Background: an optimization exercise with open tools, aiming at small area, a short achievable clock period and few clock cycles per item. Do not read the settings as production practice. Only simulation tests tie the RTL to the original design; equivalence was not proved. No activity file was given, so power comes from the tool's default toggle rates.

===== design.v =====
`timescale 1ns / 1ps
package sia_pkg;
    localparam logic [2:0] ACT_READ  = 3'd0;
    localparam logic [2:0] ACT_WRITE = 3'd1;
    localparam logic [2:0] ACT_ADD   = 3'd2;
    localparam logic [2:0] ACT_PREINC = 3'd3;
    localparam logic [2:0] ACT_POSTINC = 3'd4;
    localparam logic STAT_DONE = 1'b0;
    localparam logic STAT_FULL = 1'b1;
    typedef struct packed {
        logic        used;
        logic [31:0] index;
        logic [31:0] value;
    } entry_t;
    localparam int ENTRY_W = 1 + 32 + 32;   
    typedef struct packed {
        logic hit;
        logic free;
    } scan_flags_t;
    typedef enum logic [4:0] {
        ST_CLEAR  = 5'b00001,
        ST_IDLE   = 5'b00010,
        ST_SCAN   = 5'b00100,
        ST_DRAIN  = 5'b01000,
        ST_COMMIT = 5'b10000
    } state_t;
endpackage
`timescale 1ns / 1ps
module sia_ram #(
    parameter int WIDTH = 8,
    parameter int DEPTH = 16
) (
    input  logic                                   clk,
    input  logic                                   we,
    input  logic [(DEPTH > 1 ? $clog2(DEPTH) : 1)-1:0] waddr,
    input  logic [WIDTH-1:0]                       wdata,
    input  logic                                   re,
    input  logic [(DEPTH > 1 ? $clog2(DEPTH) : 1)-1:0] raddr,
    output logic [WIDTH-1:0]                       rdata
);
    logic [WIDTH-1:0] mem [DEPTH];
    always_ff @(posedge clk)
    begin
        if (we)
        begin
            mem[waddr] <= wdata;
        end
    end
    always_ff @(posedge clk)
    begin
        if (re)
        begin
            rdata <= mem[raddr];
        end
    end
endmodule
`timescale 1ns / 1ps
module sia_scan
#(
    parameter int AW = 4
) (
    input  logic               clk,
    input  logic               rst_n,
    input  logic               start,
    input  logic               chk_valid,
    input  logic [AW-1:0]      chk_addr,
    input  logic [sia_pkg::ENTRY_W-1:0] rd_data,
    input  logic [31:0]        key,
    output logic [1:0]         flags,
    output logic [AW-1:0]      hit_slot,
    output logic [AW-1:0]      free_slot,
    output logic [31:0]        hit_value
);
    sia_pkg::entry_t      ent;
    sia_pkg::scan_flags_t flags_reg;
    logic        match;
    logic        take_free;
    logic [AW-1:0] hit_slot_reg;
    logic [AW-1:0] free_slot_reg;
    logic [31:0]   hit_value_reg;
    assign ent       = sia_pkg::entry_t'(rd_data);
    assign match     = chk_valid && ent.used && (ent.index == key) && !flags_reg.hit;
    assign take_free = chk_valid && !ent.used && !flags_reg.free;
    always_ff @(posedge clk or negedge rst_n)
    begin
        if (!rst_n)
        begin
            flags_reg <= '0;
        end
        else if (start)
        begin
            flags_reg <= '0;
        end
        else
        begin
            if (match)
            begin
                flags_reg.hit <= 1'b1;
            end
            if (take_free)
            begin
                flags_reg.free <= 1'b1;
            end
        end
    end
    always_ff @(posedge clk)
    begin
        if (match)
        begin
            hit_slot_reg  <= chk_addr;
            hit_value_reg <= ent.value;
        end
        if (take_free)
        begin
            free_slot_reg <= chk_addr;
        end
    end
    assign flags     = flags_reg;
    assign hit_slot  = hit_slot_reg;
    assign free_slot = free_slot_reg;
    assign hit_value = hit_value_reg;
endmodule
`timescale 1ns / 1ps
module sparse_int_array_store
#(
    parameter int ENTRIES = 16
) (
    input  logic        clk,
    input  logic        rst_n,
    input  logic        req_valid,
    output logic        req_ready,
    input  logic [2:0]  req_action,
    input  logic [31:0] req_index,
    input  logic [31:0] req_operand,
    output logic        rsp_valid,
    input  logic        rsp_ready,
    output logic [31:0] rsp_result_value,
    output logic        rsp_status
);
    localparam int N = ENTRIES;
    logic [N-1:0] used;
    logic [31:0]  tidx [N];
    logic [31:0]  tval [N];
    logic         ready_q;       
    logic         busy_q;        
    logic         v0;
    logic [2:0]   act0;
    logic [31:0]  idx0;
    logic [31:0]  opnd0;
    logic [N-1:0] match0;
    logic         near0;
    logic         same0;
    logic         v1;
    logic [31:0]  idx1;
    logic [31:0]  p1;            
    logic [31:0]  g1;            
    logic         postinc1;
    logic         hit1;
    logic [N-1:0] match1;
    logic         same1;
    logic         store1;
    logic         resold1;
    logic         unused1;
    logic         lexists;
    logic [N-1:0] lslot;
    logic [31:0]  lval;          
    logic         hv, tv;
    logic [31:0]  hval, tval_q;
    logic         hst, tst;
    logic [N-1:0] match_in;
    logic         near_in;
    logic         same_in;
    always_comb
    begin
        for (int s = 0; s < N; s++)
            match_in[s] = used[s] && (tidx[s] == req_index);
        near_in = v1 && (req_index == idx1);
        same_in = v0 ? (req_index == idx0) : (v1 && !commit && (req_index == idx1));
    end
    logic [N-1:0] match;
    logic [31:0]  oldm;
    logic         hitm;
    logic         samem;
    logic [31:0]  addm;
    logic [31:0]  oldv;
    always_comb
    begin
        match = (match0 & used) | (lslot & {N{lexists && near0}});
        oldm = '0;
        for (int s = 0; s < N; s++)
            oldm = oldm | (tval[s] & {32{match0[s]}});
        hitm  = |match;
        samem = same0;
        case (act0)
            3'd1, 3'd2: addm = opnd0;
            3'd3, 3'd4: addm = 32'd1;
            default:    addm = 32'd0;
        endcase
        if (act0 == 3'd1)
            oldv = 32'd0;
        else if (samem)
            oldv = sum & {32{!failx}};
        else if (near0)
            oldv = lval;
        else
            oldv = oldm;
    end
    logic [31:0]  sum;
    logic         zero;
    logic         nz;
    logic         hitc;
    logic [N-1:0] hslot;
    logic [N-1:0] fslot;
    logic         full;
    logic         failx;
    logic         fail;
    logic [N-1:0] slotc;
    logic [31:0]  res;
    logic         commit;
    logic         space1;
    logic         mv01;
    always_comb
    begin
        logic [31:0] g, p, gn, pn;
        g = g1;
        p = p1;
        for (int d = 1; d < 32; d = d * 2)
        begin
            gn = g;
            pn = p;
            for (int i = d; i < 32; i++)
            begin
                gn[i] = g[i] | (p[i] & g[i-d]);
                pn[i] = p[i] & p[i-d];
            end
            g = gn;
            p = pn;
        end
        sum = p1 ^ {g[30:0], 1'b0};
    end
    always_comb
    begin
        logic [31:0] x, c;
        x = p1;
        c = {p1[30:0] | g1[30:0], 1'b0};
        zero = &(~(x ^ c));
    end
    assign nz = !zero;
    assign hitc  = same1 ? lexists : hit1;
    assign hslot = same1 ? lslot : match1;
    assign full  = &used;
    always_comb
    begin
        fslot = '0;
        for (int s = N - 1; s >= 0; s--)
            if (!used[s])
                fslot = N'(1) << s;
    end
    assign failx = store1 && !hitc && full;
    assign fail  = failx && nz;
    assign slotc = hitc ? hslot : fslot;
    assign res   = (unused1 || fail) ? 32'd0 : (resold1 ? (p1 ^ {31'd0, postinc1}) : sum);
    logic pop;
    logic v0_n, v1_n, hv_n, tv_n, ready_n;
    assign commit = v1 && !tv;
    assign space1 = !v1 || commit;
    assign mv01   = v0 && space1;
    assign pop    = hv && rsp_ready;
    always_comb
    begin
        v0_n = ready_q ? req_valid : v0;
        v1_n = mv01 || (v1 && !commit);
        if (tv)
        begin
            hv_n = 1'b1;
            tv_n = !pop;
        end
        else if (hv)
        begin
            hv_n = !pop || commit;
            tv_n = !pop && commit;
        end
        else
        begin
            hv_n = commit;
            tv_n = 1'b0;
        end
        ready_n = !v0_n || !v1_n || !tv_n;
    end
    always_ff @(posedge clk or negedge rst_n)
    begin
        if (!rst_n)
        begin
            ready_q <= 1'b1;
            busy_q  <= 1'b0;
            v0      <= 1'b0;
            v1      <= 1'b0;
            hv      <= 1'b0;
            tv      <= 1'b0;
            used    <= '0;
        end
        else
        begin
            ready_q <= ready_n;
            busy_q  <= !ready_n;
            v0      <= v0_n;
            v1      <= v1_n;
            hv      <= hv_n;
            tv      <= tv_n;
            for (int s = 0; s < N; s++)
                if (commit && store1 && slotc[s])
                    used[s] <= nz;
        end
    end
    always_ff @(posedge clk)
    begin
        if (ready_q)
        begin
            act0  <= req_action;
            idx0  <= req_index;
            opnd0 <= req_operand;
            match0 <= match_in;
            near0 <= near_in;
            same0 <= same_in;
        end
        if (mv01)
        begin
            idx1    <= idx0;
            hit1    <= hitm;
            match1  <= match;
            same1   <= samem;
            store1  <= (act0 >= 3'd1) && (act0 <= 3'd4);
            resold1 <= (act0 == 3'd0) || (act0 == 3'd4);
            postinc1 <= (act0 == 3'd4);
            p1      <= oldv ^ addm;
            g1      <= oldv & addm;
            unused1 <= (act0 >= 3'd5);
        end
        if (commit)
        begin
            lslot   <= slotc;
            lval    <= sum & {32{!failx}};
            lexists <= store1 ? (nz && !fail) : hitc;
        end
        for (int s = 0; s < N; s++)
        begin
            if (fslot[s])
                tidx[s] <= idx1;
            if (commit && store1 && slotc[s])
                tval[s] <= sum;
        end
        if (commit)
        begin
            tval_q <= res;
            tst    <= fail;
        end
        if (!hv || pop)
        begin
            if (tv)
            begin
                hval <= tval_q;
                hst  <= tst;
            end
            else
            begin
                hval <= res;
                hst  <= fail;
            end
        end
    end
    assign req_ready        = !busy_q;
    assign rsp_valid        = hv;
    assign rsp_result_value = hval;
    assign rsp_status       = hst;
endmodule

===== flow/margin.txt =====
5.85

===== config.mk =====
export PLATFORM = sky130hd
export DESIGN_NAME = sparse_int_array_store
export DESIGN_NICKNAME = sparse_int_array_store
export VERILOG_FILES = /design/flow/design.v
export SDC_FILE = /design/flow/constraint.sdc
export NUM_CORES = 4
export LEC_CHECK = 0
export CAP_MARGIN = 20
export CORE_MARGIN = 2
export CORE_UTILIZATION = 40
export CTS_CLUSTER_DIAMETER = 80
export CTS_CLUSTER_SIZE = 24
export SLEW_MARGIN = 20

===== flow/run.sh =====
#!/bin/bash
set -euo pipefail
MARGIN=$(cat flow/margin.txt)
bash standard.sh synth > synth.log 2>&1
bash standard.sh SETUP_SLACK_MARGIN="$MARGIN" finish > layout.log 2>&1

===== constraint.sdc =====
create_clock -name core_clock -period 9.0 [get_ports {clk}]
set_input_delay 1.8000 -clock core_clock [delete_from_list [all_inputs] [get_ports {clk}]]
set_output_delay 1.8000 -clock core_clock [all_outputs]
set_load 0.01 [all_outputs]

===== standard.sh =====
#!/bin/bash
# synth_recipe.tcl (not shown) runs the flow's synth.tcl, then flattens the netlist and writes it again
# the make line also repeats each setting of config.mk as NAME=value (left out here)
make -C /OpenROAD-flow-scripts/flow DESIGN_CONFIG=/design/flow/config.mk WORK_HOME=/design/flow/orfs CLKGATE_MAP_FILE= SYNTH_SCRIPT=/design/flow/synth_recipe.tcl "${@:-finish}"

==> notes.md, run 1 <==
- Hold violation count in the final report: 0
- First-pass iteration count of the detailed router: 6
- Clk sinks: 1363
- DRT iter0 DRCs: 4203
- Yosys warning count: 3
- Max Clock Skew: 0.0574 ns
- Transition at the pin with the smallest max-transition slack: 1.01 ns
- Area share of the leading cell type in the synthesized netlist: 0.727
- Aggregate global-route resource usage: 0.245
- Diode insertion count for antenna repair: 0
- Number of maximum-capacitance constraint violations: 0
- Sw Pwr: 6.28 mW
- Largest stage delay on the critical path: 0.45 ns
- Setup crit start: req_index[12]
- GRT met1 Usage: 0.328
- Synthesis-to-finish area growth: 18.0%
- Number of rows in the core area: 136
- Reg power frac: 0.520
- Number of global-route vias before repair: 31600
- Total global routing overflow: 0
- Total wire length: 178000 um
- CTS root buf: clkbuf_16
- Post-synth top area cell: edfxtp_1
- Die area: 141000 um^2
- Most used flip-flop cell after synthesis: edfxtp_1
- Port Buffers: 105
- Main area contributors after synthesis: edfxtp_1, xnor2_1, xor2_1
- Insertion delay of the later-clocked pin in the worst-skew pair: 0.72 ns
- Post-Syn Instances: 3457
- Top-Level Pins: 106
- Mux share of post-synthesis cell area: 0.00651
- Final critical path time including I/O delays and setup: 3.14 ns
- Routed Antenna Nets: 0
- Grt peak-use layer: met2
- CTS tree: done
- Number of vias per cell after detailed routing: 5.83
- Ratio of final minimum period to clock period: 0.348
- CTS H-tree depth: 3
- Clock Pin Slew Worst Setup and Hold Paths: 0.10 ns
- Leak Pwr: 21.5 nW
- Area of the placeable core: 137000 um^2
- Worst-case setup slack after placement: 3.97 ns
- Endpoint type of the worst setup path: register
- Summed negative setup slack over all endpoints: 0 ns
- FF-to-FF Start: used[3]$_DFFE_PN0P_
- Count of cell types in the netlist: 70
- Switching Share: 0.335
- Sequential fraction of the synthesis area: 0.737
- Clock Path Buffers: 3
- Largest family of logic cells by synthesized area: XOR/XNOR gates
- Wire length of the first global-routing pass: 244000 um
- Multi-input gate area in the final layout: 15000 um^2
- FF+latch area: 40800 um^2
- Met3 routing resource usage after global routing: 0.0370
- Data required time of the critical path: 9.54 ns
- Area fraction in and, or, nand and nor cells after synthesis: 0.0630
- Fraction of the mapped netlist area in compound gates: 0.0663
- DIE WIDTH: 376 um
- Power per unit of standard cell area: 287 nW/um^2
- Number of nets in the final layout: 3971
- Maximum number of pins on one net before global-route repair: 64
- Placer Congestion: 0.855
- Arrival time reported for the critical path endpoint: 3.67 ns
- Number of antenna violations at the first check in global routing: 3
- Min setup slack post-route: 5.86 ns
- Post-CTS Hold Fix Bufs: 0
- Library cell contributing the largest single delay on the critical path: nor4_4
- Maximum ir drop on the vdd rail: 0.146 mV
- GR Layer Usage met2: 0.412
- Cell depth of the worst min-delay path: 0
- Relative contribution of the clock network to total power: 0.193
- Asr flop ratio synth: 0.0161
- Startpoint of the worst hold path: idx1[31]$_DFFE_PP_
- Die span in y: 376 um
- Cell Area, Synth: 55400 um^2
- Avg Inst Size Synth: 16.0 um^2
- Share of layout cells above drive strength 1: 0.188
- Internal Power: 12.5 mW
- Most used cells in the layout excluding fill and tap cells: edfxtp_1, xnor2_1, buf_4
- Total of endpoints with negative setup slack in the final report: 0
- Setup slack on the worst flop-to-flop path: 5.89 ns
- Filler cell count in the final layout: 11700
- Leading cell type in the layout, fill and taps excluded: edfxtp_1
- Effective utilization at floorplan: 0.403
- Flops & latches, synth: 1363
- FMAX: 319 MHz
- Number of nets in the synthesized netlist: 3560
- Final HPWL from detailed placement: 98000 um
- Wirelength per Cell: 31.3 um
- Relative slew margins: 0.326
- Critical path peak fanout: 4
- Worst min path class: reg -> reg
- Cell-by-cell listing of the critical path: dlygate4sd2_1 -> buf_12 -> buf_12 -> xnor2_1 -> nand4_1 -> nor4_4 -> nand4_1 -> nor4_2
- Final max-slew violation count: 0
- Kind of critical path: in -> reg
- Logic pwr share: 0.287
- Worst r2r path cells: 13
- End of the worst hold path: tidx[12][31]$_DFFE_PP_
- Unrepaired setup endpoints after global routing: true
- Xor and xnor area share after synthesis: 0.104
- Arithmetic-cell share of the synthesized area counting full adders, half adders and majority gates: 0.00723
- Total clock buffers created by CTS: 70
- Number of flops mapped to enable cells by yosys: 1341
- Status: timing/DRC/antenna clean
- Startpoint type of the worst setup path: input port
- FF-to-FF End: p1[2]$_DFFE_PP_
- Drc violations: 0
- Via total after detailed routing: 33200
==> power groups by stage <==
stage,combinational (mW),sequential (mW),clock (mW)
CTS,5.10,9.77,3.66
floorplan,2.63,9.71,0
detailed placement,4.68,9.95,0
global placement,4.62,9.93,0
finish,5.39,9.76,3.61
global route,5.67,9.86,3.86
==> metal layers <==
layer | up-vias | wire length (um)
met5 | - | 0
met4 | 0 | 5500
met3 | 227 | 15100
met2 | 1644 | 87200
met1 | 17400 | 70300
li1 | 14000 | -
==> area by class of cell <==
cell class | count | area share
Timing Repair inverter | 1 | 0.000115
Clock inverter | 18 | 0.00366
Clock buffer | 89 | 0.0284
Multi-Input combinational cell | 1886 | 0.229
Inverter | 25 | 0.00149
Tap cell | 1794 | 0.0343
Sequential cell | 1363 | 0.625
Timing Repair Buffer | 521 | 0.0783
==> registers in the layout, indices dropped and copies added (netlist names), 3 cells and up <==
signal and cells:
idx0 32, g1 31, tval_q 32, p1 32, hval 32, match0 16, tval 512, lval 32
tidx 512, lslot 16, act0 3, match1 16, opnd0 32, idx1 32, used 16
==> cell usage after synthesis (9+ instances only) <==
master,count
a2111oi_0,16
a21o_1,18
a21oi_1,33
a221oi_1,40
a222oi_1,17
a22o_1,53
a22oi_1,148
a31oi_1,9
and2_1,71
and3_1,11
buf_1,24
buf_2,12
clkbuf_1,142
dfrtp_1,21
edfxtp_1,1341
ha_1,32
inv_1,25
mux2_2,15
mux2i_1,18
nand2_1,107
nand3_1,70
nand4_1,142
nor2_1,120
nor2b_1,23
nor3_1,16
nor4_1,67
o21ai_0,85
o31ai_1,19
or3_1,16
xnor2_1,532
xor2_1,127
==> worst max-delay path: cells and delay by family <==
kind,cells,cell delay (ns)
xor+xnor,1,0.18
simple gates,4,1.15
buf+inv,3,0.53
==> metrics by stage <==
step	std cells	power (mW)	instance area, um^2	hold slack, ns	util
finish	5697	18.8	65400	0.461	0.475
global route	5697	19.4	65400	0.470	0.475
global placement	5327	14.6	59500	0.433	0.433
floorplan	3457	12.3	55900	0.447	-
CTS	5627	18.5	64400	0.463	0.468
detailed placement	5327	14.6	59500	0.440	0.433
==> repair_timing <==
action,4_1_cts,5_1_grt
cloned,17,3
setup buffers,176,66
pin swaps,66,55
gates resized for setup,378,123
setup endpoints to repair,711,250
==> cells by family (layout without fill, tap and decap cells) <==
group                    Yosys count  in the layout
buffers and inverters            211            654
multiplexers                      34             34
XOR/XNOR                         659            659
AND/OR/NAND/NOR                  662            663
adder cells (fa/ha/maj)           32             32
flip-flops                      1363           1363
AO/OA/AOI/OAI                    496            498
==> worst max-delay path by stage <==
| stage | end | slack (ns) |
|---|---|---|
| 3_5_place_dp | match0[0]$_DFFE_PP_ | 3.97 |
| 6_report | match0[2]$_DFFE_PP_ | 5.86 |
| 4_1_cts | match0[0]$_DFFE_PP_ | 5.83 |
| 3_3_place_gp | match0[0]$_DFFE_PP_ | 4.07 |
| 2_1_floorplan | used[11]$_DFFE_PN0P_ | 5.04 |
| 5_1_grt | p1[2]$_DFFE_PP_ | 5.79 |
Testbench counts, summed over its fixed seeds: cycles 8,024, items 8,000.
==> run 2: changes to the inputs <==
==> flow/margin.txt (replaced) <==
6.0
--- a/config.mk
+++ b/config.mk
@@ -7,7 +7,7 @@
 export LEC_CHECK = 0
 export CAP_MARGIN = 20
 export CORE_MARGIN = 2
-export CORE_UTILIZATION = 40
+export CORE_UTILIZATION = 55
 export CTS_CLUSTER_DIAMETER = 80
 export CTS_CLUSTER_SIZE = 24
 export SLEW_MARGIN = 20
==> notes.md, run 2 <==
- Ratio of final minimum period to clock period: 0.342 (-0.00621)
- Largest registers: tidx (512), tval (512)
- Final standard cell area without fillers: 65900 um^2 (+0.76%)
- DIE WIDTH: 321 um (-15%)
- Synthesis-to-finish area growth: 18.9%
- Total of endpoints with negative setup slack in the final report: 0 (unchanged)
- Kind of critical path: reg -> reg
- Asr flop ratio synth: 0.0161 (unchanged)
- Number of rows in the core area: 116 (-15%)
- Cell-by-cell listing of the critical path: and2_4 -> a311o_1 -> o22a_2 -> a221o_1 -> a31oi_4 -> o31a_1 -> nor3b_2 -> a211o_2 -> o2bb2ai_2 -> ha_1
- Library cell contributing the largest single delay on the critical path: edfxtp_1
- Critical path peak fanout: 5 (+1)
- Max Clock Skew: 0.0394 ns (-0.0180 ns)
- Placer Congestion: 0.899 (+5.1%)
- Avg Inst Size Synth: 16.0 um^2 (unchanged)
- Unrepaired setup endpoints after global routing: true
- Total global routing overflow: 0 (unchanged)
- Number of antenna violations at the first check in global routing: 8 (+5)
- Drc violations: 0 (unchanged)
- Wire length of the first global-routing pass: 252000 um (+3.1%)
- Total clock buffers created by CTS: 68 (-2.9%)
- CTS root buf: clkbuf_16
- Worst-case setup slack after placement: 4.08 ns (+0.115 ns)
- Hold violation count in the final report: 0 (unchanged)
- Worst Hold Slack: 0.465 ns (+0.00400 ns)
- Post-synth top area cell: edfxtp_1
- Cell with the most instances after synthesis: edfxtp_1
- Transition at the pin with the smallest max-transition slack: 1.28 ns (+0.267 ns)
- Share of layout cells above drive strength 1: 0.227 (+0.0388)
- Post-Syn Instances: 3457 (unchanged)
- Clk sinks: 1363 (unchanged)
- First-pass iteration count of the detailed router: 6 (unchanged)
- FMAX: 325 MHz (+1.8%)
- Leak Pwr: 21.9 nW (+2.0%)
- Maximum number of pins on one net before global-route repair: 64 (unchanged)
- Flops & latches, synth: 1363 (unchanged)
- Number of nets in the final layout: 4006 (+0.88%)
- Min setup slack post-route: 5.92 ns (+0.0559 ns)
- Number of flops mapped to enable cells by yosys: 1341 (unchanged)
- Maximum ir drop on the vdd rail: 0.177 mV (+21%)
- Insertion delay of the later-clocked pin in the worst-skew pair: 0.70 ns (-0.02 ns)
- Number of global-route vias before repair: 33000 (+4.6%)
- Die area: 103000 um^2 (-27%)
- Routed Antenna Nets: 0 (unchanged)
- Most used flip-flop cell after synthesis: edfxtp_1
- Die span in y: 321 um (-15%)
- Main area contributors after synthesis: edfxtp_1, xnor2_1, xor2_1
- Worst min path class: reg -> reg
- Placement-stage cell area: 58800 um^2 (-1.1%)
- Power per unit of standard cell area: 289 nW/um^2 (+0.73%)
- Final max-slew violation count: 0 (unchanged)
- Clock Path Buffers: 3 (unchanged)
- Leading cell type in the layout, fill and taps excluded: edfxtp_1
- Total wire length: 183000 um (+2.7%)
- CTS H-tree depth: 3 (unchanged)
- Number of nets in the synthesized netlist: 3560 (unchanged)
- Largest stage delay on the critical path: 0.49 ns (+0.04 ns)
- Arrival time reported for the critical path endpoint: 3.50 ns (-0.17 ns)
- Data required time of the critical path: 9.42 ns (-0.12 ns)
- Final HPWL from detailed placement: 103000 um (+4.8%)
- Wirelength per Cell: 34.9 um (+12%)
- Effective utilization at floorplan: 0.554 (+0.151)
- Area share of the leading cell type in the synthesized netlist: 0.727 (unchanged)
- Clock Pin Slew Worst Setup and Hold Paths: 0.10 ns (about the same)
- Startpoint type of the worst setup path: register
- Number of maximum-capacitance constraint violations: 0 (unchanged)
- Port Buffers: 105 (unchanged)
- Cell Area, Synth: 55400 um^2 (unchanged)
- Top-Level Pins: 106 (unchanged)
- Yosys warning count: 3 (unchanged)
- Aggregate global-route resource usage: 0.352 (+0.107)
- Utilization after layout: 0.659 (+0.183)
- Final critical path time including I/O delays and setup: 3.08 ns (-0.0559 ns)
- CTS tree: done
- Count of cell types in the netlist: 70 (unchanged)
- Top post-synthesis cells by count: edfxtp_1, xnor2_1, a22oi_1
- Endpoint type of the worst setup path: register
- Sequential fraction of the synthesis area: 0.737 (unchanged)
- Area of the placeable core: 100000 um^2 (-27%)
- DRT iter0 DRCs: 4777 (+14%)
- Via total after detailed routing: 34100 (+2.7%)
- Number of vias per cell after detailed routing: 6.51 (+12%)
- Summed negative setup slack over all endpoints: 0 ns (unchanged)
- Status: timing/DRC/antenna clean
- Most used cells in the layout excluding fill and tap cells: edfxtp_1, xnor2_1, buf_4
- Relative slew margins: 0.148 (-0.178)
[run 2: cell counts after synthesis]
No cell type changed its count.
[run 2: routing by layer]
metal  wire length [um]  vias to the layer above  GRT usage  part of all wire
met5                 12                        -          0          0.000066
met2              90200                     1909      0.593              0.49
met4               9840                        2      0.158             0.054
met3              15500                      348     0.0518             0.085
met1              67400                    17800      0.455              0.37
li1                   -                    14100          -                 -
[run 2: cell families (layout without fill, tap and decap cells)]
group	count (synthesis)	in the layout	share of synthesized area
fa+ha+maj	32	32	0.00723
flops	1363	1363	0.737
xor+xnor	659	659	0.104
buf+inv	211	688	0.0156
other cells	0	2	0
mux	34	34	0.00651
compound gates	496	500	0.0663
simple gates	662	665	0.0630
[run 2: layout make-up]
cell class                 count  area, um^2
clock buffer                  95        1870
fill                        6955       34100
timing repair inverter         1        5.00
sequential                  1363       40800
clock inverter                13         140
inverter                      25         101
multi-input combinational   1890       15800
antenna                        2        5.00
tap                         1298        1620
timing repair buffer         554        5480
[run 2: path summary, 6_finish.rpt]
| check | slack [ns] | endpoint | cells past startpoint | startpoint |
|---|---|---|---|---|
| setup / recovery | 5.92 | p1[30]$_DFFE_PP_ | 10 | p1[17]$_DFFE_PP_ |
| setup reg to reg | 5.92 | p1[30]$_DFFE_PP_ | 10 | p1[17]$_DFFE_PP_ |
| max in group asynchronous | 7.11 | ready_q$_DFF_PN1_ | 2 | rst_n |
| hold / removal | 0.47 | idx1[1]$_DFFE_PP_ | 0 | idx0[1]$_DFFE_PP_ |
| hold reg to reg | 0.47 | idx1[1]$_DFFE_PP_ | 0 | idx0[1]$_DFFE_PP_ |
| min in group asynchronous | 1.52 | used[7]$_DFFE_PN0P_ | 2 | rst_n |
[run 2: critical path, delay by kind of cell, from the launching register on]
| family | cells | cell delay (ns) |
|---|---|---|
| AO/OA/AOI/OAI | 7 | 1.79 |
| adder cells (fa/ha/maj) | 1 | 0.27 |
| flip-flops | 1 | 0.49 |
| AND/OR/NAND/NOR | 2 | 0.26 |
[run 2: what timing repair did]
action                     in CTS  in global routing
hold buffers                    0                  0
buffers inserted              245                 55
setup endpoints to repair     907                390
gates resized for setup       559                152
pin swaps                     100                 92
cloned                         10                  5
[run 2: power by group]
part / total, mW / internal [mW] / switching [mW]
Combinational: 5.71 / 2.01 / 3.71
Clock: 3.53 / 1.51 / 2.02
Sequential: 9.81 / 9.12 / 0.692
[run 2: per-stage QoR]
step                      cells  total power [mW]
after global routing       5239              19.6
final                      5241              19.0
after CTS                  5179              18.7
after floorplan            3457              12.4
after detailed placement   4816              14.7
after global placement     4815              14.5
==> run 3: changes to the inputs <==
--- a/config.mk
+++ b/config.mk
@@ -7,7 +7,7 @@
 export LEC_CHECK = 0
 export CAP_MARGIN = 20
 export CORE_MARGIN = 2
-export CORE_UTILIZATION = 55
+export CORE_UTILIZATION = 40
 export CTS_CLUSTER_DIAMETER = 80
-export CTS_CLUSTER_SIZE = 24
+export CTS_CLUSTER_SIZE = 28
 export SLEW_MARGIN = 20
==> notes.md, run 3 <==
- Avg Inst Size Synth: 16.0 um^2 (unchanged)
- Insertion delay of the later-clocked pin in the worst-skew pair: 0.75 ns (+0.05 ns)
- Top post-synthesis cells by count: edfxtp_1, xnor2_1, a22oi_1
- Clock Path Buffers: 3 (unchanged)
- Main area contributors after synthesis: edfxtp_1, xnor2_1, xor2_1
- First-pass iteration count of the detailed router: 8 (+2)
- Most used flip-flop cell after synthesis: edfxtp_1
- Number of nets in the final layout: 4029 (+0.57%)
- Via total after detailed routing: 33600 (-1.6%)
- Kind of critical path: reg -> out
- Clk sinks: 1363 (unchanged)
- Largest stage delay on the critical path: 0.43 ns (-0.06 ns)
- Endpoint type of the worst setup path: output port
- Transition at the pin with the smallest max-transition slack: 1.15 ns (-0.128 ns)
- Number of antenna violations at the first check in global routing: 10 (+2)
- Hold violation count in the final report: 0 (unchanged)
- Startpoint type of the worst setup path: register
- Final max-slew violation count: 0 (unchanged)
- Sequential fraction of the synthesis area: 0.737 (unchanged)
- Maximum ir drop on the vdd rail: 0.198 mV (+11%)
- Status: timing/DRC/antenna clean
- Number of flops mapped to enable cells by yosys: 1341 (unchanged)
- # placed instances: 5323 (+11%)
- Number of nets in the synthesized netlist: 3560 (unchanged)
- Cell-by-cell listing of the critical path: buf_6
- Placer Congestion: 0.838 (-6.8%)
- Summed negative setup slack over all endpoints: 0 ns (unchanged)
- Data required time of the critical path: 7.20 ns (-2.22 ns)
- Effective utilization at floorplan: 0.403 (-0.151)
- Cell Area, Synth: 55400 um^2 (unchanged)
- Count of cell types in the netlist: 70 (unchanged)
- CTS tree: done
- Relative slew margins: 0.233 (+0.0846)
- Wirelength per Cell: 31.0 um (-11%)
- Maximum number of pins on one net before global-route repair: 76 (+19%)
- Library cell contributing the largest single delay on the critical path: edfxtp_1
- Area share of the leading cell type in the synthesized netlist: 0.727 (unchanged)
- FMAX: 321 MHz (-1.2%)
- Area of the placeable core: 137000 um^2 (+37%)
- Family with the most delay on the worst path: flip-flops
- Final critical path time including I/O delays and setup: 3.12 ns (+0.0387 ns)
- Utilization after layout: 0.488 (-0.171)
- Ratio of final minimum period to clock period: 0.346 (+0.00430)
- CTS H-tree depth: 2 (-1)
- Post-Syn Instances: 3457 (unchanged)
- Critical path peak fanout: 1 (-4)
- Most used cells in the layout excluding fill and tap cells: edfxtp_1, xnor2_1, buf_4
- Routed Antenna Nets: 0 (unchanged)
- Share of layout cells above drive strength 1: 0.235 (+0.00812)
- Total global routing overflow: 0 (unchanged)
- Flops & latches, synth: 1363 (unchanged)
- Die span in y: 376 um (+17%)
- Leading cell type in the layout, fill and taps excluded: edfxtp_1
- Number of maximum-capacitance constraint violations: 0 (unchanged)
- Total of endpoints with negative setup slack in the final report: 0 (unchanged)
- Worst min path class: reg -> reg
- Port Buffers: 105 (unchanged)
- Power per unit of standard cell area: 283 nW/um^2 (-2.2%)
- Top-Level Pins: 106 (unchanged)
- Placement-stage cell area: 59500 um^2 (+1.2%)
- Count of buffering cells on the critical path with inverters included: 1 (+1)
- Number of vias per cell after detailed routing: 5.83 (-10%)
- Total clock buffers created by CTS: 60 (-12%)
- Yosys warning count: 3 (unchanged)
- CTS root buf: clkbuf_16
- Leak Pwr: 22.2 nW (+1.3%)
- Post-synth top area cell: edfxtp_1
- Max Clock Skew: 0.0873 ns (+0.0478 ns)
- Final HPWL from detailed placement: 98500 um (-4.1%)
- Final cell count without fillers: 5754 (+9.8%)
- Aggregate global-route resource usage: 0.246 (-0.106)
- Unrepaired setup endpoints after global routing: true
- Cell with the most instances after synthesis: edfxtp_1
- Number of global-route vias before repair: 32000 (-3.1%)
- Total wire length: 178000 um (-2.6%)
- DIE WIDTH: 376 um (+17%)
- Drc violations: 0 (unchanged)
- Wire length of the first global-routing pass: 247000 um (-2.0%)
- Largest registers: tidx (512), tval (512)
- Final standard cell area without fillers: 67000 um^2 (+1.8%)
- Asr flop ratio synth: 0.0161 (unchanged)
- Synthesis-to-finish area growth: 21.1%
- Die area: 141000 um^2 (+37%)
- DRT iter0 DRCs: 4210 (-12%)
- Arrival time reported for the critical path endpoint: 1.32 ns (-2.18 ns)
- Post-CTS Hold Fix Bufs: 0 (unchanged)
- Number of rows in the core area: 136 (+17%)
- Clock Pin Slew Worst Setup and Hold Paths: 0.11 ns (about the same)
- Total Power: 19.0 mW (-0.48%)
[run 3: cell counts after synthesis]
No cell type changed its count.
[run 3: layout make-up]
cell class | instances | area [um^2]
diodes | 2 | 5.00
clock buffers | 70 | 1540
clock inverters | 24 | 377
fillers | 11600 | 70400
inverters | 25 | 97.6
multi-input cells | 1887 | 15900
flip-flops and latches | 1363 | 40800
well taps | 1794 | 2240
repair buffers | 588 | 6000
repair inverters | 1 | 7.51
[run 3: logic make-up (layout without fill, tap and decap cells)]
logic type | Yosys count | after routing | share of synthesized area
buffers and inverters | 211 | 708 | 0.0156
AO/OA/AOI/OAI | 496 | 499 | 0.0663
XOR/XNOR | 659 | 659 | 0.104
multiplexers | 34 | 34 | 0.00651
flip-flops | 1363 | 1363 | 0.737
AND/OR/NAND/NOR | 662 | 663 | 0.0630
adder cells (fa/ha/maj) | 32 | 32 | 0.00723
other | 0 | 2 | 0
[run 3: report_power, final]
| group | total (mW) | internal (mW) | switching [mW] |
|---|---|---|---|
| logic | 5.75 | 2.11 | 3.64 |
| clock network | 3.43 | 1.37 | 2.06 |
| registers | 9.78 | 9.11 | 0.666 |
| total | 19.0 | 12.6 | 6.37 |
[run 3: path summary, 6_finish.rpt]
kind,endpoint,slack [ns],cells after the start,from
min,idx1[3]$_DFFE_PP_,0.44,0,idx0[3]$_DFFE_PP_
max,rsp_result_value[24],5.88,1,hval[24]$_DFFE_PP_
min reg2reg,idx1[3]$_DFFE_PP_,0.44,0,idx0[3]$_DFFE_PP_
max in group asynchronous,used[5]$_DFFE_PN0P_,7.15,2,rst_n
min in group asynchronous,used[14]$_DFFE_PN0P_,1.46,2,rst_n
max reg2reg,p1[30]$_DFFE_PP_,5.96,10,p1[17]$_DFFE_PP_
[run 3: through the flow]
stage               hold WS [ns]  setup slack [ns]
finish                     0.444              5.88
global route               0.453              5.82
CTS                        0.444              5.85
detailed placement         0.455              4.24
global placement           0.449              4.31
floorplan                  0.447              5.04
[run 3: repair_timing]
action,in CTS,in global routing
setup buffers,241,77
endpoints found under the setup margin,869,313
resized for setup,539,224
gates cloned,13,4
endpoints found under the hold margin,0,0
pin swaps,99,122
[run 3: metal layers]
layer	routed length, um	global-route usage	part of all wire	up-vias
met4	6330	0.0759	0.036	10
met2	87000	0.415	0.49	1593
li1	-	-	-	14100
met5	67	0	0.00038	-
met3	13900	0.0341	0.078	279
met1	70800	0.330	0.40	17500
[run 3: worst register-to-register path: stages (launching register included)]
cell       delay, ns
edfxtp_1        0.48
and2_4          0.20
a311o_1         0.36
o22a_1          0.21
a221o_1         0.37
a31oi_4         0.19
o31a_1          0.19
nor3b_2         0.06
a211o_2         0.31
o2bb2ai_2       0.14
ha_2            0.30
==> run 4: changes to the inputs <==
--- a/config.mk
+++ b/config.mk
@@ -9,5 +9,5 @@
 export CORE_MARGIN = 2
 export CORE_UTILIZATION = 40
 export CTS_CLUSTER_DIAMETER = 80
-export CTS_CLUSTER_SIZE = 28
+export CTS_CLUSTER_SIZE = 24
 export SLEW_MARGIN = 20
==> notes.md, run 4 <==
- Status: timing/DRC/antenna clean
- Total wire length: 178000 um (about the same)
- Yosys warning count: 3 (unchanged)
- DIE WIDTH: 376 um (unchanged)
- Worst Hold Slack: 0.476 ns (+0.0315 ns)
- Final HPWL from detailed placement: 98500 um (unchanged)
- Post-synth top area cell: edfxtp_1
- Cell Area, Synth: 55400 um^2 (unchanged)
- Number of flops mapped to enable cells by yosys: 1341 (unchanged)
- Main area contributors after synthesis: edfxtp_1, xnor2_1, xor2_1
- Via total after detailed routing: 33500 (-0.10%)
- Endpoint type of the worst setup path: output port
- Arrival time reported for the critical path endpoint: 1.29 ns (-0.03 ns)
- Drc violations: 0 (unchanged)
- Port Buffers: 105 (unchanged)
- Relative slew margins: 0.260 (+0.0274)
- Number of antenna violations at the first check in global routing: 5 (-5)
- Power per unit of standard cell area: 286 nW/um^2 (+1.1%)
- Cell-by-cell listing of the critical path: buf_6
- Die span in y: 376 um (unchanged)
- Area share of the leading cell type in the synthesized netlist: 0.727 (unchanged)
- FMAX: 324 MHz (+0.88%)
- Filler cell count in the final layout: 11500 (-0.31%)
- CTS H-tree depth: 3 (+1)
- Worst min path class: reg -> reg
- Number of rows in the core area: 136 (unchanged)
- Count of buffering cells on the critical path with inverters included: 1 (unchanged)
- Transition at the pin with the smallest max-transition slack: 1.11 ns (-0.0399 ns)
- Setup slack on the worst flop-to-flop path: 5.98 ns (+0.02 ns)
- Diode insertion count for antenna repair: 0 (-2)
- Family with the most delay on the worst path: flip-flops
- FF+latch area: 40800 um^2 (unchanged)
- Maximum ir drop on the vdd rail: 0.180 mV (-8.9%)
- Leak Pwr: 22.3 nW (+0.24%)
- Final critical path time including I/O delays and setup: 3.09 ns (-0.0273 ns)
- Reg power frac: 0.509 (-0.007)
- Utilization after layout: 0.488 (+0.000701)
- Internal Power: 12.8 mW (+1.8%)
- Avg Inst Size Synth: 16.0 um^2 (unchanged)
- Number of global-route vias before repair: 32100 (+0.28%)
- Aggregate global-route resource usage: 0.246 (+0.000287)
- Ratio of final minimum period to clock period: 0.343 (-0.00304)
- CTS tree: done
- Count of cell types in the netlist: 70 (unchanged)
- Placer Congestion: 0.838 (unchanged)
- Multi-input gate area in the final layout: 15700 um^2 (-1.6%)
- Largest stage delay on the critical path: 0.44 ns (about the same)
- Number of nets in the synthesized netlist: 3560 (unchanged)
- Kind of critical path: reg -> out
- Most used cells in the layout excluding fill and tap cells: edfxtp_1, xnor2_1, buf_4
- Number of maximum-capacitance constraint violations: 0 (unchanged)
- Total clock buffers created by CTS: 71 (+18%)
- Largest registers: tidx (512), tval (512)
- Startpoint type of the worst setup path: register
- Clock Path Buffers: 3 (unchanged)
- Summed negative setup slack over all endpoints: 0 ns (unchanged)
- Flops & latches, synth: 1363 (unchanged)
- Sequential fraction of the synthesis area: 0.737 (unchanged)
- Number of nets in the final layout: 4052 (+0.57%)
- Unrepaired setup endpoints after global routing: true
- Final max-slew violation count: 0 (unchanged)
- Post-CTS Hold Fix Bufs: 0 (unchanged)
- Area of the placeable core: 137000 um^2 (unchanged)
- Leading cell type in the layout, fill and taps excluded: edfxtp_1
- Maximum number of pins on one net before global-route repair: 76 (unchanged)
- Top-Level Pins: 106 (unchanged)
- Wirelength per Cell: 30.8 um (-0.50%)
- Clk sinks: 1363 (unchanged)
- First-pass iteration count of the detailed router: 6 (-2)
- Effective utilization at floorplan: 0.403 (unchanged)
- Number of vias per cell after detailed routing: 5.80 (-0.55%)
- Routed Antenna Nets: 0 (unchanged)
- Most used flip-flop cell after synthesis: edfxtp_1
- Synthesis-to-finish area growth: 21.2%
- Logic pwr share: 0.296 (-0.007)
- Post-Syn Instances: 3457 (unchanged)
- Wire length of the first global-routing pass: 246000 um (-0.14%)
- Share of layout cells above drive strength 1: 0.232 (-0.00290)
- Die area: 141000 um^2 (unchanged)
- Max Clock Skew: 0.0334 ns (-0.0539 ns)
- Cell with the most instances after synthesis: edfxtp_1
- Asr flop ratio synth: 0.0161 (unchanged)
- Data required time of the critical path: 7.20 ns (about the same)
- Switching Share: 0.332 (-0.00349)
- Total global routing overflow: 0 (unchanged)
- Insertion delay of the later-clocked pin in the worst-skew pair: 0.71 ns (-0.04 ns)
- Top post-synthesis cells by count: edfxtp_1, xnor2_1, a22oi_1
- CTS root buf: clkbuf_16
- Library cell contributing the largest single delay on the critical path: dfrtp_2
- Critical path peak fanout: 2 (+1)
- Total of endpoints with negative setup slack in the final report: 0 (unchanged)
- Relative contribution of the clock network to total power: 0.194 (+0.013)
- Hold violation count in the final report: 0 (unchanged)
- Clock Pin Slew Worst Setup and Hold Paths: 0.10 ns (about the same)
- Sw Pwr: 6.38 mW (+0.17%)
- DRT iter0 DRCs: 4107 (-2.4%)
[run 4: cell counts after synthesis]
No cell type changed its count.
[run 4: cells by family after synthesis]
group / synth area share
AOI/OAI and AO/OA: 0.0663
xor gates and xnor gates: 0.104
adders and majority gates: 0.00723
buffers and inverters: 0.0156
DFF: 0.737
muxes: 0.00651
and+or+nand+nor: 0.0630
[run 4: metrics by stage]
stage | area (um^2) | setup slack [ns] | total power [mW] | instances
5_1_grt | 67100 | 5.86 | 19.8 | 5780
3_3_place_gp | 59500 | 4.31 | 14.5 | 5322
4_1_cts | 65800 | 5.86 | 18.8 | 5703
3_5_place_dp | 59500 | 4.24 | 14.6 | 5323
6_report | 67100 | 5.91 | 19.2 | 5780
2_1_floorplan | 56400 | 5.04 | 12.4 | 3457
[run 4: final cells by class]
type / count / share of cell area
clock buffer: 90 / 0.0280
inverter: 25 / 0.00151
clock inverter: 20 / 0.00464
sequential: 1363 / 0.608
tap: 1794 / 0.0334
timing repair inverter: 2 / 0.000186
timing repair buffer: 599 / 0.0903
multi-input combinational: 1887 / 0.234
[run 4: timing repair]
| action | CTS | global route |
|---|---|---|
| resized for setup | 560 | 158 |
| gates cloned | 13 | 7 |
| setup buffers | 257 | 70 |
| hold endpoints to repair | 0 | 0 |
| setup endpoints to repair | 885 | 357 |
| pin swaps | 99 | 90 |
[run 4: per-layer routing]
metal | vias up | global-route usage | part of all wire
li1 | 14200 | - | -
met1 | 17500 | 0.330 | 0.40
met2 | 1541 | 0.410 | 0.49
met3 | 285 | 0.0381 | 0.079
met4 | 4 | 0.0820 | 0.037
met5 | - | 0 | 0.00014
[run 4: power by group through the flow]
stage	Clock [mW]	Sequential (mW)	Combinational, mW
finish	3.73	9.77	5.69
global route	3.97	9.88	5.98
CTS	3.77	9.77	5.29
detailed placement	0	9.96	4.62
global placement	0	9.94	4.56
floorplan	0	9.71	2.67
[run 4: worst paths after layout]
| check | to | from | depth (start not counted) |
|---|---|---|---|
| min | idx1[9]$_DFFE_PP_ | idx0[9]$_DFFE_PP_ | 0 |
| min reg2reg | idx1[9]$_DFFE_PP_ | idx0[9]$_DFFE_PP_ | 0 |
| max in group asynchronous | tv$_DFF_PN0_ | rst_n | 2 |
| min in group asynchronous | used[14]$_DFFE_PN0P_ | rst_n | 2 |
| max reg2reg | p1[30]$_DFFE_PP_ | p1[15]$_DFFE_PP_ | 10 |
| max | rsp_valid | hv$_DFF_PN0_ | 1 |
==> run 5: changes to the inputs <==
--- a/config.mk
+++ b/config.mk
@@ -5,9 +5,9 @@
 export SDC_FILE = /design/flow/constraint.sdc
 export NUM_CORES = 4
 export LEC_CHECK = 0
-export CAP_MARGIN = 20
+export CAP_MARGIN = 5
 export CORE_MARGIN = 2
 export CORE_UTILIZATION = 40
 export CTS_CLUSTER_DIAMETER = 80
 export CTS_CLUSTER_SIZE = 24
-export SLEW_MARGIN = 20
+export SLEW_MARGIN = 5
==> notes.md, run 5 <==
- Status: timing/DRC/antenna clean
- # placed instances: 5322 (-0.019%)
- End of the worst hold path: idx1[23]$_DFFE_PP_
- Power per unit of standard cell area: 284 nW/um^2 (-0.47%)
- Transition at the pin with the smallest max-transition slack: 1.32 ns (+0.212 ns)
- Number of nets in the synthesized netlist: 3560 (unchanged)
- Via total after detailed routing: 33400 (-0.45%)
- Aggregate global-route resource usage: 0.244 (-0.00251)
- Most used flip-flop cell after synthesis: edfxtp_1
- Flops & latches, synth: 1363 (unchanged)
- Largest registers: tidx (512), tval (512)
- Cell-by-cell listing of the critical path: buf_2
- Data required time of the critical path: 7.20 ns (about the same)
- Unrepaired setup endpoints after global routing: true
- FF-to-FF End: p1[30]$_DFFE_PP_
- Cell depth of the worst min-delay path: 0 (unchanged)
- Number of flops mapped to enable cells by yosys: 1341 (unchanged)
- Final critical path time including I/O delays and setup: 3.09 ns (-0.00251 ns)
- Largest stage delay on the critical path: 0.43 ns (about the same)
- Clock Pin Slew Worst Setup and Hold Paths: 0.10 ns (about the same)
- Post-synth top area cell: edfxtp_1
- Total wire length: 177000 um (-0.69%)
- CTS H-tree depth: 3 (unchanged)
- DIE WIDTH: 376 um (unchanged)
- Clock Path Buffers: 3 (unchanged)
- First-pass iteration count of the detailed router: 5 (-1)
- Number of antenna violations at the first check in global routing: 4 (-1)
- Family with the most delay on the worst path: flip-flops
- FMAX: 324 MHz (about the same)
- FF-to-FF Start: p1[16]$_DFFE_PP_
- Critical path peak fanout: 1 (-1)
- Startpoint of the worst hold path: idx0[23]$_DFFE_PP_
- Startpoint type of the worst setup path: register
- Clk sinks: 1363 (unchanged)
- Insertion delay of the later-clocked pin in the worst-skew pair: 0.72 ns (about the same)
- Wire length of the first global-routing pass: 244000 um (-1.1%)
- Post-Syn Instances: 3457 (unchanged)
- Ratio of final minimum period to clock period: 0.343 (about the same)
- Total of endpoints with negative setup slack in the final report: 0 (unchanged)
- Cell with the most instances after synthesis: edfxtp_1
- Final standard cell area without fillers: 66800 um^2 (-0.54%)
- Final HPWL from detailed placement: 97800 um (-0.65%)
- Hold violation count in the final report: 0 (unchanged)
- Top post-synthesis cells by count: edfxtp_1, xnor2_1, a22oi_1
- Top-Level Pins: 106 (unchanged)
- Sequential fraction of the synthesis area: 0.737 (unchanged)
- Most used cells in the layout excluding fill and tap cells: edfxtp_1, xnor2_1, buf_4
- Final max-slew violation count: 0 (unchanged)
- Port Buffers: 105 (unchanged)
- Maximum ir drop on the vdd rail: 0.162 mV (-10%)
- Asr flop ratio synth: 0.0161 (unchanged)
- Worst min path class: reg -> reg
- Library cell contributing the largest single delay on the critical path: edfxtp_1
- Placer Congestion: 0.838 (unchanged)
- Number of global-route vias before repair: 31700 (-1.1%)
- Leak Pwr: 22.1 nW (-0.89%)
- Routed Antenna Nets: 0 (unchanged)
- Count of buffering cells on the critical path with inverters included: 1 (unchanged)
- FF+latch area: 40800 um^2 (about the same)
- Multi-input gate area in the final layout: 15900 um^2 (+1.1%)
- Cell Area, Synth: 55400 um^2 (unchanged)
- Main area contributors after synthesis: edfxtp_1, xnor2_1, xor2_1
- Yosys warning count: 3 (unchanged)
- Placement-stage cell area: 59500 um^2 (about the same)
- Kind of critical path: reg -> out
- Filler cell count in the final layout: 11600 (+0.32%)
- Setup slack on the worst flop-to-flop path: 5.98 ns (about the same)
- Max Clock Skew: 0.0352 ns (+0.00181 ns)
- Effective utilization at floorplan: 0.403 (unchanged)
- Count of cell types in the netlist: 70 (unchanged)
- Avg Inst Size Synth: 16.0 um^2 (unchanged)
- Leading cell type in the layout, fill and taps excluded: edfxtp_1
- Die span in y: 376 um (unchanged)
- Area share of the leading cell type in the synthesized netlist: 0.727 (unchanged)
- Area of the placeable core: 137000 um^2 (unchanged)
- Die area: 141000 um^2 (unchanged)
- CTS tree: done
- Wirelength per Cell: 30.8 um (-0.16%)
- Total clock buffers created by CTS: 70 (-1.4%)
- Arrival time reported for the critical path endpoint: 1.29 ns (about the same)
- CTS root buf: clkbuf_16
- Number of vias per cell after detailed routing: 5.81 (about the same)
- Total global routing overflow: 0 (unchanged)
- Summed negative setup slack over all endpoints: 0 ns (unchanged)
- Worst r2r path cells: 10 (unchanged)
- Relative slew margins: 0.118 (-0.142)
- Number of maximum-capacitance constraint violations: 0 (unchanged)
- Synthesis-to-finish area growth: 20.6%
- Final cell count without fillers: 5749 (-0.54%)
- Endpoint type of the worst setup path: output port
- Maximum number of pins on one net before global-route repair: 76 (unchanged)
- Number of rows in the core area: 136 (unchanged)
- Number of nets in the final layout: 4027 (-0.62%)
- Drc violations: 0 (unchanged)
- Share of layout cells above drive strength 1: 0.230 (-0.00186)
- DRT iter0 DRCs: 4478 (+9.0%)
run 5: logic make-up (layout without fill, tap and decap cells):
group / Yosys count / after routing / share of synthesized area
buffers and inverters: 211 / 703 / 0.0156
other: 0 / 2 / 0
AND/OR/NAND/NOR: 662 / 664 / 0.0630
AO/OA/AOI/OAI: 496 / 498 / 0.0663
XOR/XNOR: 659 / 659 / 0.104
flip-flops: 1363 / 1363 / 0.737
adder cells (fa/ha/maj): 32 / 32 / 0.00723
multiplexers: 34 / 34 / 0.00651
run 5: repair_timing:
item	CTS	global route
resized for setup	548	206
pin swaps	91	126
hold buffers	0	0
cloned	12	3
endpoints found under the hold margin	0	0
endpoints found under the setup margin	914	354
setup buffers	218	91
run 5: power by group:
| group | switching (mW) | internal (mW) | leakage (nW) |
|---|---|---|---|
| combinational | 3.59 | 2.04 | 8.38 |
| clock | 2.09 | 1.51 | 0.995 |
| sequential | 0.666 | 9.11 | 12.7 |
| total | 6.34 | 12.7 | 22.1 |
run 5: layout make-up:
class | count | share of cell area
Sequential cell | 1363 | 0.611
Multi-Input combinational cell | 1887 | 0.238
Timing Repair Buffer | 576 | 0.0850
Tap cell | 1794 | 0.0336
Clock buffer | 82 | 0.0275
Clock inverter | 19 | 0.00318
Inverter | 25 | 0.00146
Timing Repair inverter | 1 | 0.000112
Antenna cell | 2 | 0.0000749
run 5: per-layer routing:
metal  global-route usage  up-vias  share of wire
met2                0.406     1631           0.49
met3               0.0378      263          0.077
met1                0.327    17400           0.40
li1                     -    14100              -
met5                    0        -              0
met4               0.0791        0          0.036
run 5: worst max-delay path by stage:
stage	slack (ns)	endpoint	from	cells after the start
CTS	5.87	rsp_result_value[2]	hval[2]$_DFFE_PP_	1
detailed placement	4.30	match0[14]$_DFFE_PP_	req_index[3]	7
global placement	4.31	match0[15]$_DFFE_PP_	req_index[10]	6
floorplan	5.04	used[11]$_DFFE_PN0P_	tv$_DFF_PN0_	5
finish	5.91	rsp_result_value[2]	hval[2]$_DFFE_PP_	1
global route	5.86	rsp_result_value[2]	hval[2]$_DFFE_PP_	1
run 5: through the flow:
step,worst slack (ns),power (mW),util,hold WS (ns)
CTS,5.87,18.6,0.475,0.473
detailed placement,4.30,14.6,0.433,0.456
floorplan,5.04,12.4,-,0.447
global route,5.86,19.6,0.486,0.482
global placement,4.31,14.5,0.433,0.449
finish,5.91,19.0,0.486,0.478
==> run 6: changes to the inputs <==
--- a/design.v
+++ b/design.v
@@ -164,6 +164,7 @@
     logic         lexists;
     logic [N-1:0] lslot;
     logic [31:0]  lval;          
+    logic         lwe;           
     logic         hv, tv;
     logic [31:0]  hval, tval_q;
     logic         hst, tst;
@@ -298,6 +299,7 @@
             hv      <= 1'b0;
             tv      <= 1'b0;
             used    <= '0;
+            lwe     <= 1'b0;
         end
         else
         begin
@@ -307,6 +309,8 @@
             v1      <= v1_n;
             hv      <= hv_n;
             tv      <= tv_n;
+            if (commit)
+                lwe <= 1'b1;
             for (int s = 0; s < N; s++)
                 if (commit && store1 && slotc[s])
                     used[s] <= nz;
@@ -346,8 +350,8 @@
         begin
             if (fslot[s])
                 tidx[s] <= idx1;
-            if (commit && store1 && slotc[s])
-                tval[s] <= sum;
+            if (lwe && lslot[s])
+                tval[s] <= lval;
         end
         if (commit)
         begin
==> flow/margin.txt (replaced) <==
6.15
==> notes.md, run 6 <==
- Status: timing/DRC/antenna clean
- Worst min path class: reg -> reg
- CTS H-tree depth: 3 (unchanged)
- Number of nets in the final layout: 4049 (+0.55%)
- Clock Pin Slew Worst Setup and Hold Paths: 0.11 ns (about the same)
- Endpoint type of the worst setup path: register
- Setup crit start: req_index[17]
- Share of layout cells above drive strength 1: 0.257 (+0.0272)
- Post-synth top area cell: edfxtp_1
- Total clock buffers created by CTS: 67 (-4.3%)
- Worst Hold Slack: 0.472 ns (-0.00635 ns)
- Avg Inst Size Synth: 16.0 um^2 (-0.25%)
- Clk sinks: 1364 (+0.073%)
- Cell Area, Synth: 55600 um^2 (+0.33%)
- Diode insertion count for antenna repair: 0 (-2)
- Asr flop ratio synth: 0.0169 (+0.000721)
- Yosys warning count: 3 (unchanged)
- Final max-slew violation count: 0 (unchanged)
- Aggregate global-route resource usage: 0.241 (-0.00259)
- Sequential fraction of the synthesis area: 0.735 (-0.00197)
- Post-Syn Instances: 3477 (+0.58%)
- Effective utilization at floorplan: 0.404 (+0.000829)
- Insertion delay of the later-clocked pin in the worst-skew pair: 0.70 ns (-0.02 ns)
- Flops & latches, synth: 1364 (+0.073%)
- Die area: 142000 um^2 (+0.33%)
- Total of endpoints with negative setup slack in the final report: 0 (unchanged)
- Wire length of the first global-routing pass: 242000 um (-0.55%)
- Total wire length: 176000 um (-0.29%)
- Startpoint type of the worst setup path: input port
- DRT iter0 DRCs: 4165 (-7.0%)
- Number of antenna violations at the first check in global routing: 3 (-1)
- Top post-synthesis cells by count: edfxtp_1, xnor2_1, nand4_1
- FMAX: 319 MHz (-1.6%)
- Setup slack on the worst flop-to-flop path: 6.06 ns (+0.08 ns)
- Number of global-route vias before repair: 32000 (+0.71%)
- Placer Congestion: 0.882 (+5.2%)
- Maximum ir drop on the vdd rail: 0.223 mV (+38%)
- Drc violations: 0 (unchanged)
- Synthesis-to-finish area growth: 21.9%
- Port Buffers: 105 (unchanged)
- Hold violation count in the final report: 0 (unchanged)
- Data required time of the critical path: 9.55 ns (+2.35 ns)
- Final standard cell area without fillers: 67700 um^2 (+1.4%)
- Ratio of final minimum period to clock period: 0.349 (+0.00563)
- Number of maximum-capacitance constraint violations: 0 (unchanged)
- Count of cell types in the netlist: 70 (unchanged)
- Final critical path time including I/O delays and setup: 3.14 ns (+0.0507 ns)
- Total global routing overflow: 0 (unchanged)
- Unrepaired setup endpoints after global routing: true
- Number of rows in the core area: 136 (unchanged)
- CTS tree: done
- Cell with the most instances after synthesis: edfxtp_1
- Maximum number of pins on one net before global-route repair: 69 (-9.2%)
- Arrival time reported for the critical path endpoint: 3.69 ns (+2.40 ns)
- CTS root buf: clkbuf_16
- Wirelength per Cell: 30.6 um (-0.55%)
- Critical path destination: same0$_DFFE_PP_
- Critical path peak fanout: 2 (+1)
- Final HPWL from detailed placement: 95500 um (-2.4%)
- Max Clock Skew: 0.0412 ns (+0.00604 ns)
- Relative slew margins: 0.274 (+0.156)
- Placement-stage cell area: 59600 um^2 (+0.14%)
- Most used cells in the layout excluding fill and tap cells: edfxtp_1, xnor2_1, buf_4
- Leak Pwr: 22.8 nW (+3.1%)
- DIE WIDTH: 377 um (+0.16%)
- Area of the placeable core: 138000 um^2 (+0.12%)
- FF-to-FF End: p1[27]$_DFFE_PP_
- Leading cell type in the layout, fill and taps excluded: edfxtp_1
- Power per unit of standard cell area: 296 nW/um^2 (+4.1%)
- Routed Antenna Nets: 0 (unchanged)
- Summed negative setup slack over all endpoints: 0 ns (unchanged)
- Kind of critical path: in -> reg
- FF-to-FF Start: p1[1]$_DFFE_PP_
- Number of vias per cell after detailed routing: 5.81 (about the same)
- Worst r2r path cells: 13 (+3)
- Number of nets in the synthesized netlist: 3580 (+0.56%)
- Number of flops mapped to enable cells by yosys: 1341 (unchanged)
- Main area contributors after synthesis: edfxtp_1, xnor2_1, a22oi_1
- Top-Level Pins: 106 (unchanged)
- Largest registers: tidx (512), tval (512)
- Startpoint of the worst hold path: idx0[14]$_DFFE_PP_
- Via total after detailed routing: 33500 (+0.36%)
- First-pass iteration count of the detailed router: 8 (+3)
- Clock Path Buffers: 3 (unchanged)
- Filler cell count in the final layout: 11400 (-1.7%)
- Most used flip-flop cell after synthesis: edfxtp_1
- Area share of the leading cell type in the synthesized netlist: 0.725 (-0.00239)
- Transition at the pin with the smallest max-transition slack: 1.09 ns (-0.233 ns)
- Die span in y: 377 um (+0.16%)
## run 6: changes by cell type after synthesis, sizes merged, moves of 19 or more
cell   before  now
nor2      120  159
buf        44   63
a21oi      34   70
o21ai      91   72
nand4     142  162
xor2      127  104
## run 6: critical path, cell delays in order
cell and delay, ns:
buf_6 0.09, buf_12 0.12, buf_12 0.12, xnor2_2 0.11, nand4_1 0.52, nor4_4 0.62, nand4_1 0.14, o21ai_1 0.15
## run 6: worst min path at each step
stage / end / slack, ns / cells after the start
final: idx1[14]$_DFFE_PP_ / 0.47 / 0
after detailed placement: idx1[26]$_DFFE_PP_ / 0.46 / 0
after global placement: idx1[21]$_DFFE_PP_ / 0.45 / 0
after floorplan: idx1[0]$_DFFE_PP_ / 0.45 / 0
after global routing: idx1[14]$_DFFE_PP_ / 0.48 / 0
after CTS: idx1[2]$_DFFE_PP_ / 0.48 / 0
## run 6: layout make-up
cell class	count	area, um^2	share of cell area
Sequential cell	1364	40900	0.603
Tap cell	1794	2240	0.0331
Multi-Input combinational cell	1902	16600	0.245
Timing Repair Buffer	591	6070	0.0896
Inverter	20	77.6	0.00115
Clock buffer	87	1840	0.0271
Clock inverter	6	92.6	0.00137
## run 6: cells by family (layout without fill, tap and decap cells)
logic type / Yosys count / count (layout) / synth area share
adders and majority gates: 32 / 32 / 0.00721
AOI/OAI and AO/OA: 511 / 511 / 0.0691
and+or+nand+nor: 674 / 674 / 0.0637
muxes: 35 / 35 / 0.00667
buffers and inverters: 211 / 704 / 0.0158
DFF: 1364 / 1364 / 0.735
xor gates and xnor gates: 650 / 650 / 0.102
## run 6: through the flow
| stage | cells | utilization | worst slack [ns] | power, mW |
|---|---|---|---|---|
| finish | 5764 | 0.492 | 5.86 | 20.1 |
| global route | 5764 | 0.492 | 5.88 | 20.8 |
| CTS | 5671 | 0.478 | 5.83 | 19.5 |
| detailed placement | 5319 | 0.433 | 3.96 | 15.6 |
| global placement | 5319 | 0.433 | 3.96 | 15.5 |
| floorplan | 3477 | - | 5.96 | 13.3 |
## run 6: layer usage
metal / part of all wire / wire, um / vias up / global-route usage
li1: - / - / 14200 / -
met1: 0.39 / 68100 / 17400 / 0.314
met2: 0.49 / 85700 / 1558 / 0.395
met3: 0.075 / 13200 / 320 / 0.0359
met4: 0.052 / 9240 / 2 / 0.115
met5: 0.000068 / 12 / - / 0
## run 6: repair_timing
| action | 4_1_cts | 5_1_grt |
|---|---|---|
| pin swaps | 159 | 157 |
| setup buffers | 246 | 89 |
| endpoints found under the setup margin | 300 | 164 |
| resized for setup | 656 | 217 |
| hold buffers | 0 | 0 |
| gates cloned | 13 | 4 |
## run 6: report_power, final
group	total (mW)	internal, mW	switching [mW]
Combinational	5.84	2.13	3.71
Sequential	10.7	9.65	1.08
Clock	3.49	1.51	1.98
Total	20.1	13.3	6.77
Testbench counts of run 6, summed over its fixed seeds: cycles 8,024, items 8,000.
==> run 7: changes to the inputs <==
==> flow/margin.txt (replaced) <==
6.0
==> notes.md, run 7 <==
- Number of global-route vias before repair: 31900 (-0.20%)
- Total global routing overflow: 0 (unchanged)
- Flops & latches, synth: 1364 (unchanged)
- Transition at the pin with the smallest max-transition slack: 1.23 ns (+0.138 ns)
- Relative slew margins: 0.180 (-0.0941)
- Largest registers: tidx (512), tval (512)
- CTS H-tree depth: 3 (unchanged)
- Total clock buffers created by CTS: 69 (+3.0%)
- Leak Pwr: 21.8 nW (-4.3%)
- Mux share of post-synthesis cell area: 0.00667 (unchanged)
- Port Buffers: 105 (unchanged)
- Count of buffering cells on the critical path with inverters included: 1 (-2)
- First-pass iteration count of the detailed router: 6 (-2)
- Kind of critical path: reg -> out
- Area share of the leading cell type in the synthesized netlist: 0.725 (unchanged)
- Count of cell types in the netlist: 70 (unchanged)
- Yosys warning count: 3 (unchanged)
- Die span in y: 377 um (unchanged)
- Cell-by-cell listing of the critical path: buf_2
- Largest family of logic cells by synthesized area: XOR/XNOR gates
- Share of layout cells above drive strength 1: 0.209 (-0.0489)
- Family with the most delay on the worst path: flip-flops
- Fraction of the mapped netlist area in compound gates: 0.0691 (unchanged)
- Number of nets in the synthesized netlist: 3580 (unchanged)
- Area fraction in and, or, nand and nor cells after synthesis: 0.0637 (unchanged)
- Summed negative setup slack over all endpoints: 0 ns (unchanged)
- Clock Pin Slew Worst Setup and Hold Paths: 0.10 ns (about the same)
- Total of endpoints with negative setup slack in the final report: 0 (unchanged)
- Final cell count without fillers: 5690 (-1.3%)
- Arrival time reported for the critical path endpoint: 1.26 ns (-2.43 ns)
- Final HPWL from detailed placement: 94200 um (-1.4%)
- Maximum ir drop on the vdd rail: 0.165 mV (-26%)
- Insertion delay of the later-clocked pin in the worst-skew pair: 0.72 ns (+0.02 ns)
- Cell with the most instances after synthesis: edfxtp_1
- Post-Syn Instances: 3477 (unchanged)
- Max Clock Skew: 0.0307 ns (-0.0105 ns)
- Unrepaired setup endpoints after global routing: true
- Avg Inst Size Synth: 16.0 um^2 (unchanged)
- Via total after detailed routing: 33300 (-0.67%)
- Endpoint type of the worst setup path: output port
- Number of maximum-capacitance constraint violations: 0 (unchanged)
- Power per unit of standard cell area: 297 nW/um^2 (+0.43%)
- Effective utilization at floorplan: 0.404 (unchanged)
- Most used flip-flop cell after synthesis: edfxtp_1
- Arithmetic-cell share of the synthesized area counting full adders, half adders and majority gates: 0.00721 (unchanged)
- Ratio of final minimum period to clock period: 0.339 (-0.00934)
- Critical path peak fanout: 1 (-1)
- Drc violations: 0 (unchanged)
- FMAX: 327 MHz (+2.8%)
- Library cell contributing the largest single delay on the critical path: edfxtp_1
- Main area contributors after synthesis: edfxtp_1, xnor2_1, a22oi_1
- Synthesis-to-finish area growth: 18.2%
- Area of the placeable core: 138000 um^2 (unchanged)
- # placed instances: 5317 (-0.038%)
- Top-Level Pins: 106 (unchanged)
- Cell Area, Synth: 55600 um^2 (unchanged)
- Total wire length: 174000 um (-1.2%)
- Number of nets in the final layout: 3968 (-2.0%)
- Xor and xnor area share after synthesis: 0.102 (unchanged)
- Clock Path Buffers: 3 (unchanged)
- Number of flops mapped to enable cells by yosys: 1341 (unchanged)
- Clk sinks: 1364 (unchanged)
- Largest stage delay on the critical path: 0.40 ns (-0.22 ns)
- Final max-slew violation count: 0 (unchanged)
- Post-synth top area cell: edfxtp_1
- Number of rows in the core area: 136 (unchanged)
- Final critical path time including I/O delays and setup: 3.06 ns (-0.0840 ns)
- DRT iter0 DRCs: 3963 (-4.8%)
- Wire length of the first global-routing pass: 241000 um (-0.46%)
- Sequential fraction of the synthesis area: 0.735 (unchanged)
- DIE WIDTH: 377 um (unchanged)
- Routed Antenna Nets: 0 (unchanged)
- CTS root buf: clkbuf_16
- Wirelength per Cell: 30.6 um (about the same)
- Startpoint type of the worst setup path: register
- Number of vias per cell after detailed routing: 5.85 (+0.62%)
- Maximum number of pins on one net before global-route repair: 72 (+4.3%)
- Number of antenna violations at the first check in global routing: 2 (-1)
- Asr flop ratio synth: 0.0169 (unchanged)
- Worst min path class: reg -> reg
- Status: timing/DRC/antenna clean
- CTS tree: done
- Hold violation count in the final report: 0 (unchanged)
- Most used cells in the layout excluding fill and tap cells: edfxtp_1, xnor2_1, buf_4
- Aggregate global-route resource usage: 0.240 (-0.000556)
- Die area: 142000 um^2 (unchanged)
- Leading cell type in the layout, fill and taps excluded: edfxtp_1
- Placer Congestion: 0.888 (+0.75%)
- Top post-synthesis cells by count: edfxtp_1, xnor2_1, nand4_1
- Data required time of the critical path: 7.20 ns (-2.35 ns)
run 7: cell counts after synthesis:
Identical to the previous run, type by type.
run 7: logic make-up after synthesis:
kind of cell	Yosys count
AO/OA/AOI/OAI	511
XOR/XNOR	650
adder cells (fa/ha/maj)	32
buffers and inverters	211
flip-flops	1364
multiplexers	35
AND/OR/NAND/NOR	674
run 7: cell type report:
class / count / area (um^2)
diodes: 2 / 5.00
multi-input cells: 1902 / 15300
clock buffers: 87 / 1890
inverters: 20 / 75.1
repair buffers: 508 / 5160
fillers: 11700 / 72000
well taps: 1794 / 2240
flip-flops and latches: 1364 / 40900
clock inverters: 13 / 185
run 7: metrics by stage:
stage	area (um^2)	utilization	setup WS [ns]	hold slack, ns	total power, mW
global route	65700	0.477	5.88	0.484	20.3
detailed placement	59300	0.431	3.99	0.455	15.5
floorplan	56200	-	5.94	0.447	13.3
CTS	64600	0.469	5.76	0.464	19.3
global placement	59300	0.431	3.28	0.451	15.4
finish	65700	0.477	5.94	0.467	19.5
run 7: per-layer routing:
metal / up-vias / global-route usage / routed length (um)
met5: - / 0 / 12
met4: 2 / 0.116 / 10100
met3: 369 / 0.0340 / 12200
met2: 1576 / 0.399 / 83700
met1: 17300 / 0.311 / 68100
li1: 14000 / - / -
run 7: repair_timing:
action	CTS	global route
setup buffers	193	59
gates resized for setup	448	146
setup endpoints to repair	267	164
hold buffers	0	0
cloned	17	1
pin swaps	49	84
run 7: power breakdown:
part	switching (mW)	internal [mW]
logic	3.40	1.79
clock network	2.04	1.57
registers	1.08	9.65
total	6.53	13.0
run 7: worst paths after layout:
path | start | to | slack, ns | depth (start not counted)
setup / recovery | hval[14]$_DFFE_PP_ | rsp_result_value[14] | 5.94 | 1
hold / removal | idx0[24]$_DFFE_PP_ | idx1[24]$_DFFE_PP_ | 0.47 | 0
setup reg to reg | p1[16]$_DFFE_PP_ | p1[30]$_DFFE_PP_ | 5.97 | 12
hold reg to reg | idx0[24]$_DFFE_PP_ | idx1[24]$_DFFE_PP_ | 0.47 | 0
max in group asynchronous | rst_n | ready_q$_DFF_PN1_ | 7.20 | 2
min in group asynchronous | rst_n | used[11]$_DFFE_PN0P_ | 1.49 | 2

-- re-timing with driven ports --
The flow's constraints put no driver on any port. The routed layouts listed below were extracted and timed again, unchanged, in two steps. Step 1: set_driving_cell puts a clkbuf_16 on clk and a buf_2 on each other input, an assumption about the parent block. Step 2 also shifts input and output timing later by t, the mid clock arrival at the registers, as if the neighbouring blocks saw the same clock. Slacks: ideal ports / drivers / drivers and shift; pairs: ideal ports / drivers.
run | shift t [ns] | slack for setup (ns)
run 1 | 0.762 | 5.864 / 5.813 / 5.153
run 2 | 0.756 | 5.920 / 5.899 / 5.274
run 3 | 0.786 | 5.882 / 5.808 / 5.232
run 4 | 0.764 | 5.909 / 5.842 / 5.226
run 5 | 0.764 | 5.911 / 5.843 / 5.196
run 6 | 0.755 | 5.861 / 5.878 / 5.148
run 7 | 0.772 | 5.945 / 5.872 / 5.214
After both steps setup and hold are still met in every run listed.
